From an optimization exercise on the open Yosys and OpenROAD flow, aimed at small area, a short achievable clock period and few clock cycles per item; shortcuts taken in it are not production practice.
The RTL was checked by simulation tests, not by an equivalence proof against the original design.

==> run a: inputs <==
// mips_core
module mips_core #(
   parameter logic [31:0] text_start = 32'h0040_0000
) (
   input  logic        clk,
   input  logic        rst_b,
   output logic [29:0] imem_addr,
   input  logic [31:0] imem_data,
   output logic [29:0] dmem_addr,
   output logic [31:0] dmem_wdata,
   output logic        dmem_we,
   input  logic [31:0] dmem_rdata,
   output logic        halted
);
export LEC_CHECK = 0
export CAP_MARGIN = 20
export CORE_MARGIN = 2
export CORE_UTILIZATION = 45
export CTS_BUF_LIST = sky130_fd_sc_hd__clkbuf_16
export CTS_CLUSTER_DIAMETER = 100
export CTS_CLUSTER_SIZE = 25
export SETUP_SLACK_MARGIN = 3.45
export SLEW_MARGIN = 20
export SYNTH_HIERARCHICAL = 1
export SYNTH_MINIMUM_KEEP_SIZE = 0
create_clock -name core_clock -period 6.0 [get_ports {clk}]
standard.sh (not shown) runs the stock make flow with config.mk's settings and CLKGATE_MAP_FILE= SYNTH_SCRIPT=/design/flow/synth_recipe.tcl, a recipe that flattens the netlist after the stock synthesis.
==> flow/flow/run.sh <==
#!/bin/bash
# layout flow: the standard ORFS flow (standard.sh) with two changes:
#  - ports are buffered with buf_2 instead of the default delay buffer
#  - timing repair may swap a cell for any equivalent one, not only one of
#    the same footprint
# synthesis is the standard one, run unchanged. each step's full output is
# in orfs/logs/; the make output goes to synth.log and layout.log here.
set -euo pipefail
bash standard.sh synth > synth.log 2>&1
bash standard.sh MATCH_CELL_FOOTPRINT=0 \
   "BUFFER_PORTS_ARGS=-buffer_cell sky130_fd_sc_hd__buf_2" finish > layout.log 2>&1
==> run b: changes against run a <==
--- a/flow/design.v
+++ b/flow/design.v
@@ -275,13 +275,14 @@
       if (!rst_b)
          valid <= '0;
       else
          valid <= valid | e_wdec;
    end
    logic [31:0] m_res, m_sd;
-   logic        m_inv;
+   logic        m_inv, m_inv_n;    
+   logic        m_ld_n;
    logic        m_ld, m_st;
    always_ff @(posedge clk or negedge rst_b) begin
       if (!rst_b) begin
          m_st   <= 1'b0;
          m_we   <= 1'b0;
          halted <= 1'b0;
@@ -292,21 +293,24 @@
             halted <= 1'b1;
       end
    end
    always_ff @(posedge clk) begin
       m_res     <= e_res;
       m_inv     <= e_inv;
+      m_inv_n   <= ~e_inv;
+      m_ld_n    <= ~e_ld;
       m_sd      <= e_sd;
       m_dest    <= e_dest;
       m_dest_n  <= ~e_dest;
       m_ld      <= e_ld;
    end
    assign dmem_addr  = m_res[31:2];
    assign dmem_wdata = m_sd;
    assign dmem_we    = m_st;
-   assign m_wdata = m_ld ? dmem_rdata : m_res ^ {32{m_inv}};
+   assign m_wdata[31:16] = m_ld    ? dmem_rdata[31:16] : m_res[31:16] ^ {16{m_inv}};
+   assign m_wdata[15:0]  = !m_ld_n ? dmem_rdata[15:0]  : m_res[15:0] ^ {16{!m_inv_n}};
    always_comb begin
       for (int i = 1; i < 32; i++) begin
          m_wen[i]  = m_we & (m_dest == i[4:0]);
          m_hold[i] = ~(m_we & (m_dest_n == ~i[4:0]));
       end
    end
--- a/flow/config.mk
+++ b/flow/config.mk
@@ -4,13 +4,13 @@
 export VERILOG_FILES = /design/flow/design.v
 export SDC_FILE = /design/flow/constraint.sdc
 export NUM_CORES = 4
 export LEC_CHECK = 0
 export CAP_MARGIN = 20
 export CORE_MARGIN = 2
-export CORE_UTILIZATION = 45
+export CORE_UTILIZATION = 55
 export CTS_BUF_LIST = sky130_fd_sc_hd__clkbuf_16
 export CTS_CLUSTER_DIAMETER = 100
 export CTS_CLUSTER_SIZE = 25
 export SETUP_SLACK_MARGIN = 3.45
 export SLEW_MARGIN = 20
 export SYNTH_HIERARCHICAL = 1
==> summary of the runs <==
Between run a and run b, the lower hold slack is in run a (gap 0.022 ns). In first-iteration DRC count, run a and run b hardly differ. Of run b and run a, run b has the higher flip-flop and latch count (gap 2). Cell count: run a is higher than run b (about 4.5%). Synthesized cell count is about the same in run b and run a. In run b the synthesized area is higher than in run a, by about 0.5%. Between run a and run b, the lower register-to-register slack is in run a (gap 0.14 ns). Against run a, the maximum frequency of run b is larger by about 5%. In run a the die area is larger than in run b, by 21%.
Testbench counts of run a, summed over its fixed seeds: cycles 36,531, instructions 35,891.
Testbench counts of run b, summed over its fixed seeds: cycles 36,531, instructions 35,891.

==> wip/quartz <==
==> flow/design.v <==
package mips_pkg;
   localparam logic [5:0] op_rtype = 6'h00;
   localparam logic [5:0] op_addiu = 6'h09;
   localparam logic [5:0] op_andi  = 6'h0c;
   localparam logic [5:0] op_ori   = 6'h0d;
   localparam logic [5:0] op_xori  = 6'h0e;
   localparam logic [5:0] op_lw    = 6'h23;
   localparam logic [5:0] op_sw    = 6'h2b;
   localparam logic [5:0] fn_sll  = 6'h00;
   localparam logic [5:0] fn_srl  = 6'h02;
   localparam logic [5:0] fn_sra  = 6'h03;
   localparam logic [5:0] fn_add  = 6'h20;
   localparam logic [5:0] fn_addu = 6'h21;
   localparam logic [5:0] fn_sub  = 6'h22;
   localparam logic [5:0] fn_subu = 6'h23;
   localparam logic [5:0] fn_and  = 6'h24;
   localparam logic [5:0] fn_or   = 6'h25;
   localparam logic [5:0] fn_xor  = 6'h26;
endpackage
`timescale 1ns/10ps
module g_inv (input logic a, output logic y);
   assign y = ~a;
endmodule
module g_and2 (input logic a, input logic b, output logic y);
   assign y = a & b;
endmodule
module g_xor2 (input logic a, input logic b, output logic y);
   assign y = a ^ b;
endmodule
module g_xnor2 (input logic a, input logic b, output logic y);
   assign y = ~(a ^ b);
endmodule
module g_nand2 (input logic a, input logic b, output logic y);
   assign y = ~(a & b);
endmodule
module g_nor2 (input logic a, input logic b, output logic y);
   assign y = ~(a | b);
endmodule
module g_a21oi (input logic a1, input logic a2, input logic b1, output logic y);
   assign y = ~((a1 & a2) | b1);
endmodule
module g_o21ai (input logic a1, input logic a2, input logic b1, output logic y);
   assign y = ~((a1 | a2) & b1);
endmodule
module ks_add (
   input  logic [31:0] a,
   input  logic [31:0] b,
   output logic [31:0] sum,
   output logic [31:0] a_and_b,
   output logic [31:0] a_xor_b
);
   logic [31:0] g [0:5];
   logic [31:0] p [0:5];
   for (genvar i = 0; i < 32; i++) begin : pg
      g_and2 u_g (.a(a[i]), .b(b[i]), .y(g[0][i]));
      g_xor2 u_p (.a(a[i]), .b(b[i]), .y(p[0][i]));
   end
   for (genvar l = 0; l < 5; l++) begin : lvl
      for (genvar i = 0; i < 32; i++) begin : bit_
         if (i < (1 << l)) begin : pass
            g_inv u_g (.a(g[l][i]), .y(g[l+1][i]));
            assign p[l+1][i] = 1'b0;
         end else if (l % 2 == 0) begin : even
            g_a21oi u_g (.a1(p[l][i]), .a2(g[l][i - (1 << l)]), .b1(g[l][i]),
                         .y(g[l+1][i]));
            g_nand2 u_p (.a(p[l][i]), .b(p[l][i - (1 << l)]), .y(p[l+1][i]));
         end else begin : odd
            g_o21ai u_g (.a1(p[l][i]), .a2(g[l][i - (1 << l)]), .b1(g[l][i]),
                         .y(g[l+1][i]));
            g_nor2 u_p (.a(p[l][i]), .b(p[l][i - (1 << l)]), .y(p[l+1][i]));
         end
      end
   end
   assign a_and_b = g[0];
   assign a_xor_b = p[0];
   assign sum[0] = p[0][0];
   for (genvar i = 1; i < 32; i++) begin : s
      g_xnor2 u_s (.a(p[0][i]), .b(g[5][i-1]), .y(sum[i]));
   end
endmodule
`timescale 1ns/10ps
module mips_core #(
   parameter logic [31:0] text_start = 32'h0040_0000
) (
   input  logic        clk,
   input  logic        rst_b,
   output logic [29:0] imem_addr,
   input  logic [31:0] imem_data,
   output logic [29:0] dmem_addr,
   output logic [31:0] dmem_wdata,
   output logic        dmem_we,
   input  logic [31:0] dmem_rdata,
   output logic        halted
);
   logic [29:0] pc;
   logic [31:1] valid;     
   logic [4:0]  rs, rt;
   logic [31:1] rs_dec, rt_dec;
   assign imem_addr = pc;
   assign rs = imem_data[25:21];
   assign rt = imem_data[20:16];
   always_comb begin
      for (int i = 1; i < 32; i++) begin
         rs_dec[i] = (rs == i[4:0]) & valid[i];
         rt_dec[i] = (rt == i[4:0]) & valid[i];
      end
   end
   always_ff @(posedge clk) begin
      if (!rst_b)
         pc <= text_start[31:2];
      else
         pc <= pc + 30'd1;
   end
   logic [31:1] r_rs_sel, r_rt_sel;
   logic [5:0]  r_op;
   logic [4:0]  r_rt;
   logic [15:0] r_low;     
   always_ff @(posedge clk) begin
      r_rs_sel <= rs_dec;
      r_rt_sel <= rt_dec;
      r_op     <= imem_data[31:26];
      r_rt     <= rt;
      r_low    <= imem_data[15:0];
   end
   logic [5:0]  fn;
   logic        is_r;
   logic        f_add, f_sub, f_and, f_or, f_xor, f_sll, f_srl, f_sra;
   logic        i_addiu, i_andi, i_ori, i_xori, i_lw, i_sw;
   logic        legal;
   logic        r_v;       
   logic        stopped;   
   logic        r_run;
   assign fn = r_low[5:0];
   assign is_r    = (r_op == mips_pkg::op_rtype);
   assign f_add   = is_r && (fn == mips_pkg::fn_add || fn == mips_pkg::fn_addu);
   assign f_sub   = is_r && (fn == mips_pkg::fn_sub || fn == mips_pkg::fn_subu);
   assign f_and   = is_r && (fn == mips_pkg::fn_and);
   assign f_or    = is_r && (fn == mips_pkg::fn_or);
   assign f_xor   = is_r && (fn == mips_pkg::fn_xor);
   assign f_sll   = is_r && (fn == mips_pkg::fn_sll);
   assign f_srl   = is_r && (fn == mips_pkg::fn_srl);
   assign f_sra   = is_r && (fn == mips_pkg::fn_sra);
   assign i_addiu = (r_op == mips_pkg::op_addiu);
   assign i_andi  = (r_op == mips_pkg::op_andi);
   assign i_ori   = (r_op == mips_pkg::op_ori);
   assign i_xori  = (r_op == mips_pkg::op_xori);
   assign i_lw    = (r_op == mips_pkg::op_lw);
   assign i_sw    = (r_op == mips_pkg::op_sw);
   assign legal = f_add | f_sub | f_and | f_or | f_xor | f_sll | f_srl | f_sra |
                  i_addiu | i_andi | i_ori | i_xori | i_lw | i_sw;
   logic [31:0] rs_data, rt_data;
   logic [31:1] m_wen, m_hold;
   logic [31:0] m_wdata;
   logic [31:0] regs [1:31];
   always_ff @(posedge clk) begin
      for (int i = 1; i < 32; i++)
         regs[i] <= ({32{m_wen[i]}} & m_wdata) | ({32{m_hold[i]}} & regs[i]);
   end
   always_comb begin
      rs_data = '0;
      rt_data = '0;
      for (int i = 1; i < 32; i++) begin
         rs_data = rs_data | ({32{r_rs_sel[i]}} & regs[i]);
         rt_data = rt_data | ({32{r_rt_sel[i]}} & regs[i]);
      end
   end
   logic [31:0] e_a, e_b, e_sd;
   logic        e_inv;
   logic [4:0]  e_shamt;
   logic [6:0]  e_alu;
   logic [4:0]  e_dest;
   logic        e_we, e_ld, e_st, e_stop;
   logic [31:0] imm_ext;
   assign r_run = r_v & ~stopped;
   assign imm_ext = {{16{r_low[15] & (i_addiu | i_lw | i_sw)}}, r_low};
   always_ff @(posedge clk or negedge rst_b) begin
      if (!rst_b) begin
         r_v     <= 1'b0;
         stopped <= 1'b0;
         e_we    <= 1'b0;
         e_st    <= 1'b0;
         e_stop  <= 1'b0;
      end else begin
         r_v <= 1'b1;
         if (r_v && !legal)
            stopped <= 1'b1;
         e_we   <= r_run & legal & ~i_sw;
         e_st   <= r_run & i_sw;
         e_stop <= r_run & ~legal;
      end
   end
   always_ff @(posedge clk) begin
      e_a     <= rs_data ^ {32{f_sub}};
      e_b     <= is_r ? rt_data : imm_ext;
      e_sd    <= rt_data;
      e_inv   <= f_sub;
      e_shamt <= r_low[10:6];
      e_alu   <= {f_sra, f_srl, f_sll, f_xor | i_xori, f_or | i_ori, f_and | i_andi,
                  f_add | f_sub | i_addiu | i_lw | i_sw};
      e_dest  <= is_r ? r_low[15:11] : r_rt;
      e_ld    <= i_lw;
   end
   logic [31:0] e_sum, e_other;
   logic [31:0] e_and, e_xor;
   ks_add u_add (
      .a       (e_a),
      .b       (e_b),
      .sum     (e_sum),
      .a_and_b (e_and),
      .a_xor_b (e_xor)
   );
   assign e_other = ({32{e_alu[1]}} & e_and) |
                    ({32{e_alu[2]}} & (e_and | e_xor)) |
                    ({32{e_alu[3]}} & e_xor) |
                    ({32{e_alu[4]}} & (e_sd << e_shamt)) |
                    ({32{e_alu[5]}} & (e_sd >> e_shamt)) |
                    ({32{e_alu[6]}} & 32'($signed(e_sd) >>> e_shamt));
   logic [31:1] e_wdec;
   always_comb begin
      for (int i = 1; i < 32; i++)
         e_wdec[i] = e_we & (e_dest == i[4:0]);
   end
   always_ff @(posedge clk or negedge rst_b) begin
      if (!rst_b)
         valid <= '0;
      else
         valid <= valid | e_wdec;
   end
   logic [31:0] m_res, m_sd;
   logic        m_inv;
   logic        m_ld, m_st;
   always_ff @(posedge clk or negedge rst_b) begin
      if (!rst_b) begin
         m_st   <= 1'b0;
         halted <= 1'b0;
      end else begin
         m_st <= e_st;
         if (e_stop)
            halted <= 1'b1;
      end
   end
   always_ff @(posedge clk) begin
      m_res     <= e_alu[0] ? e_sum : e_other;
      m_inv     <= e_inv;
      m_sd      <= e_sd;
      m_wen     <= e_wdec;
      m_hold    <= ~e_wdec;
      m_ld      <= e_ld;
   end
   assign dmem_addr  = m_res[31:2];
   assign dmem_wdata = m_sd;
   assign dmem_we    = m_st;
   assign m_wdata = m_ld ? dmem_rdata : m_res ^ {32{m_inv}};
endmodule
==> flow/run.sh <==
#!/bin/bash
# synth_recipe.tcl (not shown) runs the flow's synth.tcl, then flattens the netlist and writes it again
# the make line also repeats each setting of config.mk as NAME=value (left out here)
make -C /OpenROAD-flow-scripts/flow DESIGN_CONFIG=/design/flow/config.mk WORK_HOME=/design/flow/orfs CLKGATE_MAP_FILE= SYNTH_SCRIPT=/design/flow/synth_recipe.tcl finish
==> flow/config.mk <==
export PLATFORM = sky130hd
export DESIGN_NAME = mips_core
export DESIGN_NICKNAME = mips_core
export VERILOG_FILES = /design/flow/design.v
export SDC_FILE = /design/flow/constraint.sdc
export NUM_CORES = 4
export LEC_CHECK = 0
export CAP_MARGIN = 20
export CORE_MARGIN = 2
export CORE_UTILIZATION = 45
export CTS_BUF_LIST = sky130_fd_sc_hd__clkbuf_16
export CTS_CLUSTER_DIAMETER = 100
export CTS_CLUSTER_SIZE = 25
export SETUP_SLACK_MARGIN = 3.6
export SLEW_MARGIN = 20
export SYNTH_HIERARCHICAL = 1
export SYNTH_MINIMUM_KEEP_SIZE = 0
==> flow/constraint.sdc <==
create_clock -name core_clock -period 6.0 [get_ports {clk}]
set_input_delay 1.2000 -clock core_clock [delete_from_list [all_inputs] [get_ports {clk}]]
set_output_delay 1.2000 -clock core_clock [all_outputs]
set_load 0.01 [all_outputs]
==> inputs of wip/violet, as changes to wip/quartz <==
--- a/flow/design.v
+++ b/flow/design.v
@@ -18,64 +18,65 @@
    localparam logic [5:0] fn_xor  = 6'h26;
 endpackage
 `timescale 1ns/10ps
-module g_inv (input logic a, output logic y);
-   assign y = ~a;
-endmodule
-module g_and2 (input logic a, input logic b, output logic y);
-   assign y = a & b;
-endmodule
-module g_xor2 (input logic a, input logic b, output logic y);
-   assign y = a ^ b;
-endmodule
-module g_xnor2 (input logic a, input logic b, output logic y);
-   assign y = ~(a ^ b);
-endmodule
-module g_nand2 (input logic a, input logic b, output logic y);
-   assign y = ~(a & b);
-endmodule
-module g_nor2 (input logic a, input logic b, output logic y);
-   assign y = ~(a | b);
-endmodule
-module g_a21oi (input logic a1, input logic a2, input logic b1, output logic y);
-   assign y = ~((a1 & a2) | b1);
-endmodule
-module g_o21ai (input logic a1, input logic a2, input logic b1, output logic y);
-   assign y = ~((a1 | a2) & b1);
-endmodule
-module ks_add (
+module alu (
    input  logic [31:0] a,
    input  logic [31:0] b,
+   input  logic [31:0] sh,
+   input  logic [4:0]  shamt,
+   input  logic [5:0]  sel,     
    output logic [31:0] sum,
-   output logic [31:0] a_and_b,
-   output logic [31:0] a_xor_b
+   output logic [31:0] other
 );
    logic [31:0] g [0:5];
    logic [31:0] p [0:5];
-   for (genvar i = 0; i < 32; i++) begin : pg
-      g_and2 u_g (.a(a[i]), .b(b[i]), .y(g[0][i]));
-      g_xor2 u_p (.a(a[i]), .b(b[i]), .y(p[0][i]));
-   end
-   for (genvar l = 0; l < 5; l++) begin : lvl
-      for (genvar i = 0; i < 32; i++) begin : bit_
-         if (i < (1 << l)) begin : pass
-            g_inv u_g (.a(g[l][i]), .y(g[l+1][i]));
-            assign p[l+1][i] = 1'b0;
-         end else if (l % 2 == 0) begin : even
-            g_a21oi u_g (.a1(p[l][i]), .a2(g[l][i - (1 << l)]), .b1(g[l][i]),
-                         .y(g[l+1][i]));
-            g_nand2 u_p (.a(p[l][i]), .b(p[l][i - (1 << l)]), .y(p[l+1][i]));
-         end else begin : odd
-            g_o21ai u_g (.a1(p[l][i]), .a2(g[l][i - (1 << l)]), .b1(g[l][i]),
-                         .y(g[l+1][i]));
-            g_nor2 u_p (.a(p[l][i]), .b(p[l][i - (1 << l)]), .y(p[l+1][i]));
+   logic [31:0] carry;    
+   always_comb begin
+      g[0] = a & b;
+      p[0] = a ^ b;
+      for (int l = 0; l < 5; l++) begin
+         for (int i = 0; i < 32; i++) begin
+            if (i >= (1 << l)) begin
+               g[l+1][i] = g[l][i] | (p[l][i] & g[l][i - (1 << l)]);
+               p[l+1][i] = p[l][i] & p[l][i - (1 << l)];
+            end else begin
+               g[l+1][i] = g[l][i];
+               p[l+1][i] = p[l][i];
+            end
          end
       end
-   end
-   assign a_and_b = g[0];
-   assign a_xor_b = p[0];
-   assign sum[0] = p[0][0];
-   for (genvar i = 1; i < 32; i++) begin : s
-      g_xnor2 u_s (.a(p[0][i]), .b(g[5][i-1]), .y(sum[i]));
+      carry = {g[5][30:0], 1'b0};
+   end
+   assign sum = a ^ b ^ carry;
+   assign other = ({32{sel[0]}} & (a & b)) |
+                  ({32{sel[1]}} & (a | b)) |
+                  ({32{sel[2]}} & (a ^ b)) |
+                  ({32{sel[3]}} & (sh << shamt)) |
+                  ({32{sel[4]}} & (sh >> shamt)) |
+                  ({32{sel[5]}} & 32'($signed(sh) >>> shamt));
+endmodule
+`timescale 1ns/10ps
+module regfile (
+   input  logic        clk,
+   input  logic [31:1] rs_sel,
+   input  logic [31:1] rt_sel,
+   input  logic [31:1] wen,
+   input  logic [31:0] wdata,
+   output logic [31:0] rs_data,
+   output logic [31:0] rt_data
+);
+   logic [31:0] regs [1:31];
+   always_ff @(posedge clk) begin
+      for (int i = 1; i < 32; i++)
+         if (wen[i])
+            regs[i] <= wdata;
+   end
+   always_comb begin
+      rs_data = '0;
+      rt_data = '0;
+      for (int i = 1; i < 32; i++) begin
+         rs_data = rs_data | ({32{rs_sel[i]}} & regs[i]);
+         rt_data = rt_data | ({32{rt_sel[i]}} & regs[i]);
+      end
    end
 endmodule
 `timescale 1ns/10ps
@@ -149,21 +150,17 @@
    assign legal = f_add | f_sub | f_and | f_or | f_xor | f_sll | f_srl | f_sra |
                   i_addiu | i_andi | i_ori | i_xori | i_lw | i_sw;
    logic [31:0] rs_data, rt_data;
-   logic [31:1] m_wen, m_hold;
+   logic [31:1] m_wen;
    logic [31:0] m_wdata;
-   logic [31:0] regs [1:31];
-   always_ff @(posedge clk) begin
-      for (int i = 1; i < 32; i++)
-         regs[i] <= ({32{m_wen[i]}} & m_wdata) | ({32{m_hold[i]}} & regs[i]);
-   end
-   always_comb begin
-      rs_data = '0;
-      rt_data = '0;
-      for (int i = 1; i < 32; i++) begin
-         rs_data = rs_data | ({32{r_rs_sel[i]}} & regs[i]);
-         rt_data = rt_data | ({32{r_rt_sel[i]}} & regs[i]);
-      end
-   end
+   regfile u_regfile (
+      .clk     (clk),
+      .rs_sel  (r_rs_sel),
+      .rt_sel  (r_rt_sel),
+      .wen     (m_wen),
+      .wdata   (m_wdata),
+      .rs_data (rs_data),
+      .rt_data (rt_data)
+   );
    logic [31:0] e_a, e_b, e_sd;
    logic        e_inv;
    logic [4:0]  e_shamt;
@@ -201,20 +198,15 @@
       e_ld    <= i_lw;
    end
    logic [31:0] e_sum, e_other;
-   logic [31:0] e_and, e_xor;
-   ks_add u_add (
-      .a       (e_a),
-      .b       (e_b),
-      .sum     (e_sum),
-      .a_and_b (e_and),
-      .a_xor_b (e_xor)
+   alu u_alu (
+      .a      (e_a),
+      .b      (e_b),
+      .sh     (e_sd),
+      .shamt  (e_shamt),
+      .sel    (e_alu[6:1]),
+      .sum    (e_sum),
+      .other  (e_other)
    );
-   assign e_other = ({32{e_alu[1]}} & e_and) |
-                    ({32{e_alu[2]}} & (e_and | e_xor)) |
-                    ({32{e_alu[3]}} & e_xor) |
-                    ({32{e_alu[4]}} & (e_sd << e_shamt)) |
-                    ({32{e_alu[5]}} & (e_sd >> e_shamt)) |
-                    ({32{e_alu[6]}} & 32'($signed(e_sd) >>> e_shamt));
    logic [31:1] e_wdec;
    always_comb begin
       for (int i = 1; i < 32; i++)
@@ -226,29 +218,39 @@
       else
          valid <= valid | e_wdec;
    end
-   logic [31:0] m_res, m_sd;
+   logic [31:0] m_sum, m_other, m_sd;
+   logic        m_use_sum;
    logic        m_inv;
-   logic        m_ld, m_st;
+   logic [4:0]  m_dest;
+   logic        m_we, m_ld, m_st;
    always_ff @(posedge clk or negedge rst_b) begin
       if (!rst_b) begin
+         m_we   <= 1'b0;
          m_st   <= 1'b0;
          halted <= 1'b0;
       end else begin
+         m_we <= e_we;
          m_st <= e_st;
          if (e_stop)
             halted <= 1'b1;
       end
    end
    always_ff @(posedge clk) begin
-      m_res     <= e_alu[0] ? e_sum : e_other;
+      m_sum     <= e_sum;
+      m_other   <= e_other;
+      m_use_sum <= e_alu[0];
       m_inv     <= e_inv;
       m_sd      <= e_sd;
-      m_wen     <= e_wdec;
-      m_hold    <= ~e_wdec;
-      m_ld      <= e_ld;
-   end
-   assign dmem_addr  = m_res[31:2];
+      m_dest <= e_dest;
+      m_ld   <= e_ld;
+   end
+   assign dmem_addr  = m_sum[31:2];
    assign dmem_wdata = m_sd;
    assign dmem_we    = m_st;
-   assign m_wdata = m_ld ? dmem_rdata : m_res ^ {32{m_inv}};
+   assign m_wdata = m_ld      ? dmem_rdata :
+                    m_use_sum ? m_sum ^ {32{m_inv}} : m_other;
+   always_comb begin
+      for (int i = 1; i < 32; i++)
+         m_wen[i] = m_we & (m_dest == i[4:0]);
+   end
 endmodule
==> flow/flow/run.sh (new file) <==
#!/bin/bash
# layout flow: the standard ORFS flow (standard.sh) with two changes:
#  - ports are buffered with buf_2 instead of the default delay buffer
#  - timing repair may swap a cell for any equivalent one, not only one of
#    the same footprint
# synthesis is the standard one, run unchanged. each step's full output is
# in orfs/logs/; the make output goes to synth.log and layout.log here.
set -euo pipefail
bash standard.sh synth > synth.log 2>&1
bash standard.sh MATCH_CELL_FOOTPRINT=0 \
   "BUFFER_PORTS_ARGS=-buffer_cell sky130_fd_sc_hd__buf_2" finish > layout.log 2>&1
==> flow/standard.sh (new file) <==
#!/bin/bash
# synth_recipe.tcl (not shown) runs the flow's synth.tcl, then flattens the netlist and writes it again
# the make line also repeats each setting of config.mk as NAME=value (left out here)
make -C /OpenROAD-flow-scripts/flow DESIGN_CONFIG=/design/flow/config.mk WORK_HOME=/design/flow/orfs CLKGATE_MAP_FILE= SYNTH_SCRIPT=/design/flow/synth_recipe.tcl "${@:-finish}"
--- a/flow/config.mk
+++ b/flow/config.mk
@@ -7,11 +7,9 @@
 export LEC_CHECK = 0
 export CAP_MARGIN = 20
 export CORE_MARGIN = 2
-export CORE_UTILIZATION = 45
+export CORE_UTILIZATION = 62
 export CTS_BUF_LIST = sky130_fd_sc_hd__clkbuf_16
 export CTS_CLUSTER_DIAMETER = 100
 export CTS_CLUSTER_SIZE = 25
-export SETUP_SLACK_MARGIN = 3.6
+export SETUP_SLACK_MARGIN = 3.4
 export SLEW_MARGIN = 20
-export SYNTH_HIERARCHICAL = 1
-export SYNTH_MINIMUM_KEEP_SIZE = 0
removed: flow/run.sh
==> inputs of wip/zinc, as changes to wip/quartz <==
--- a/flow/design.v
+++ b/flow/design.v
@@ -39,6 +39,9 @@
 module g_a21oi (input logic a1, input logic a2, input logic b1, output logic y);
    assign y = ~((a1 & a2) | b1);
 endmodule
+module g_a21o (input logic a1, input logic a2, input logic b1, output logic y);
+   assign y = (a1 & a2) | b1;
+endmodule
 module g_o21ai (input logic a1, input logic a2, input logic b1, output logic y);
    assign y = ~((a1 | a2) & b1);
 endmodule
@@ -76,6 +79,41 @@
    assign sum[0] = p[0][0];
    for (genvar i = 1; i < 32; i++) begin : s
       g_xnor2 u_s (.a(p[0][i]), .b(g[5][i-1]), .y(sum[i]));
+   end
+endmodule
+`timescale 1ns/10ps
+module g_a222oi (input logic a1, input logic a2, input logic b1, input logic b2,
+                 input logic c1, input logic c2, output logic y);
+   assign y = ~((a1 & a2) | (b1 & b2) | (c1 & c2));
+endmodule
+module g_nand3 (input logic a, input logic b, input logic c, output logic y);
+   assign y = ~(a & b & c);
+endmodule
+module g_nand4 (input logic a, input logic b, input logic c, input logic d,
+                output logic y);
+   assign y = ~(a & b & c & d);
+endmodule
+module g_nor3 (input logic a, input logic b, input logic c, output logic y);
+   assign y = ~(a | b | c);
+endmodule
+module rf_read (
+   input  logic [31:1] sel,
+   input  logic [991:0] regs,     
+   output logic [31:0] data_n
+);
+   for (genvar b = 0; b < 32; b++) begin : bit_
+      logic [10:0] l1;    
+      logic [2:0]  l2;    
+      for (genvar k = 0; k < 10; k++) begin : grp
+         g_a222oi u (.a1(sel[3*k+1]), .a2(regs[32*(3*k)+b]),
+                     .b1(sel[3*k+2]), .b2(regs[32*(3*k+1)+b]),
+                     .c1(sel[3*k+3]), .c2(regs[32*(3*k+2)+b]), .y(l1[k]));
+      end
+      g_nand2 u31 (.a(sel[31]), .b(regs[32*30+b]), .y(l1[10]));
+      g_nand4 u20 (.a(l1[0]), .b(l1[1]), .c(l1[2]), .d(l1[3]), .y(l2[0]));
+      g_nand4 u21 (.a(l1[4]), .b(l1[5]), .c(l1[6]), .d(l1[7]), .y(l2[1]));
+      g_nand3 u22 (.a(l1[8]), .b(l1[9]), .c(l1[10]), .y(l2[2]));
+      g_nor3 u3 (.a(l2[0]), .b(l2[1]), .c(l2[2]), .y(data_n[b]));
    end
 endmodule
 `timescale 1ns/10ps
@@ -148,7 +186,7 @@
    assign i_sw    = (r_op == mips_pkg::op_sw);
    assign legal = f_add | f_sub | f_and | f_or | f_xor | f_sll | f_srl | f_sra |
                   i_addiu | i_andi | i_ori | i_xori | i_lw | i_sw;
-   logic [31:0] rs_data, rt_data;
+   logic [31:0] rs_data_n, rt_data_n;
    logic [31:1] m_wen, m_hold;
    logic [31:0] m_wdata;
    logic [31:0] regs [1:31];
@@ -156,14 +194,13 @@
       for (int i = 1; i < 32; i++)
          regs[i] <= ({32{m_wen[i]}} & m_wdata) | ({32{m_hold[i]}} & regs[i]);
    end
+   logic [991:0] regs_flat;
    always_comb begin
-      rs_data = '0;
-      rt_data = '0;
-      for (int i = 1; i < 32; i++) begin
-         rs_data = rs_data | ({32{r_rs_sel[i]}} & regs[i]);
-         rt_data = rt_data | ({32{r_rt_sel[i]}} & regs[i]);
-      end
-   end
+      for (int i = 1; i < 32; i++)
+         regs_flat[32*(i-1) +: 32] = regs[i];
+   end
+   rf_read u_rs (.sel(r_rs_sel), .regs(regs_flat), .data_n(rs_data_n));
+   rf_read u_rt (.sel(r_rt_sel), .regs(regs_flat), .data_n(rt_data_n));
    logic [31:0] e_a, e_b, e_sd;
    logic        e_inv;
    logic [4:0]  e_shamt;
@@ -190,9 +227,9 @@
       end
    end
    always_ff @(posedge clk) begin
-      e_a     <= rs_data ^ {32{f_sub}};
-      e_b     <= is_r ? rt_data : imm_ext;
-      e_sd    <= rt_data;
+      e_a     <= rs_data_n ^ {32{~f_sub}};
+      e_b     <= is_r ? ~rt_data_n : imm_ext;
+      e_sd    <= ~rt_data_n;
       e_inv   <= f_sub;
       e_shamt <= r_low[10:6];
       e_alu   <= {f_sra, f_srl, f_sll, f_xor | i_xori, f_or | i_ori, f_and | i_andi,
@@ -215,6 +252,10 @@
                     ({32{e_alu[4]}} & (e_sd << e_shamt)) |
                     ({32{e_alu[5]}} & (e_sd >> e_shamt)) |
                     ({32{e_alu[6]}} & 32'($signed(e_sd) >>> e_shamt));
+   logic [31:0] e_res;
+   for (genvar i = 0; i < 32; i++) begin : res
+      g_a21o u (.a1(e_sum[i]), .a2(e_alu[0]), .b1(e_other[i]), .y(e_res[i]));
+   end
    logic [31:1] e_wdec;
    always_comb begin
       for (int i = 1; i < 32; i++)
@@ -240,7 +281,7 @@
       end
    end
    always_ff @(posedge clk) begin
-      m_res     <= e_alu[0] ? e_sum : e_other;
+      m_res     <= e_res;
       m_inv     <= e_inv;
       m_sd      <= e_sd;
       m_wen     <= e_wdec;
==> flow/flow/run.sh (new file) <==
#!/bin/bash
# layout flow: the standard ORFS flow (standard.sh) with two changes:
#  - ports are buffered with buf_2 instead of the default delay buffer
#  - timing repair may swap a cell for any equivalent one, not only one of
#    the same footprint
# synthesis is the standard one, run unchanged. each step's full output is
# in orfs/logs/; the make output goes to synth.log and layout.log here.
set -euo pipefail
bash standard.sh synth > synth.log 2>&1
bash standard.sh MATCH_CELL_FOOTPRINT=0 \
   "BUFFER_PORTS_ARGS=-buffer_cell sky130_fd_sc_hd__buf_2" finish > layout.log 2>&1
==> flow/standard.sh (new file) <==
#!/bin/bash
# synth_recipe.tcl (not shown) runs the flow's synth.tcl, then flattens the netlist and writes it again
# the make line also repeats each setting of config.mk as NAME=value (left out here)
make -C /OpenROAD-flow-scripts/flow DESIGN_CONFIG=/design/flow/config.mk WORK_HOME=/design/flow/orfs CLKGATE_MAP_FILE= SYNTH_SCRIPT=/design/flow/synth_recipe.tcl "${@:-finish}"
removed: flow/run.sh
==> metrics.md <==
| Metric | Value |
|---|---|
| Synth Area in Compound Gates | `0.328` |
| Count of multi-input gates | `3558` |
| Mapped Avg Cell Area | `10.4 um2` |
| Area after DPL | `61300 um2` |
| Finished Core Util | `0.504` |
| Tmin final | `2.61 ns` |
| Fraction of layout cells with a size suffix above 1 | `0.168` |
| Status | `no timing/DRC/antenna violations` |
| Met2 wire len | `125 mm` |
| Critical R2R Launch | `r_rs_sel[3]` |
| CP Cell Sequence | `buf_4 > a22oi_1 > nand3_1 > nor3_2 > xnor2_1` |
the above is filed under wip/quartz

==> metrics.md <==
| Metric | Value |
|---|---|
| Status | `no timing/DRC/antenna violations` |
| Max-Cap Viols | `0` |
| Synth Area in Compound Gates | `0.313` |
| Critical R2R Launch | `r_rt_sel[9]` |
| Count of multi-input gates | `3324` |
| Finished Core Util | `0.505` |
| Seq/Total Area, Yosys | `0.488` |
| Design area | `64200 um2` |
| Post-Route M1 WL | `102 mm` |
| Sequential cells | `1392` |
| Dpl cells | `6796` |
| Met2 wire len | `113 mm` |
| Hold/Removal Path Class | `reg2reg` |
| Tmin final | `2.51 ns` |
| Ant diodes | `0` |
the above is filed under wip/zinc

==> metrics.md <==
| Metric | Value |
|---|---|
| Finished Core Util | `0.681` |
| Tmin final | `2.77 ns` |
| Fraction of layout cells with a size suffix above 1 | `0.152` |
| ClkCell Share | `0.0284` |
| Synth Area in Compound Gates | `0.181` |
| Area after DPL | `60700 um2` |
| Mapped Avg Cell Area | `13.2 um2` |
| Status | `no timing/DRC/antenna violations` |
| Met2 wire len | `100 mm` |
the above is filed under wip/violet

Testbench counts of wip/quartz, summed over its fixed seeds: cycles 36,531, instructions 35,891.
Testbench counts of wip/violet, summed over its fixed seeds: cycles 36,531, instructions 35,891.
Testbench counts of wip/zinc, summed over its fixed seeds: cycles 36,531, instructions 35,891.

[what the ideal ports hide]
How much do the figures lean on ideal ports? The routed layouts below were timed once more, with nothing changed but the port constraints.
Step 1 sets driving cells, clkbuf_16 on the clock port and buf_2 on the other inputs (assumed; they add their load-dependent delay and slew).
Step 2, shift: input delay + t, output delay - t, t = (earliest + latest rising clock arrival at the registers) / 2. This alone moves slack from input paths to output paths.
Three values: ideal ports, drivers, drivers and shift; two values: the first two.
| run | shift t [ns] | slack for setup (ns) | clock arrival spread, ns |
|---|---|---|---|
| run a | 0.833 | 3.239 / 3.239 / 3.239 | 0.041 / 0.041 |
| run b | 0.812 | 3.377 / 3.377 / 2.942 | 0.066 / 0.066 |
| wip/quartz | 0.799 | 3.390 / 3.390 / 3.195 | 0.043 / 0.042 |
| wip/violet | 0.833 | 3.234 / 3.234 / 3.234 | 0.050 / 0.050 |
| wip/zinc | 0.776 | 3.485 / 3.445 / 3.328 | 0.048 / 0.048 |
After both steps setup and hold are still met in every run listed. For run b, which loses most, drivers alone change the setup slack by 0.000 ns; drivers and shift together by -0.435 ns.
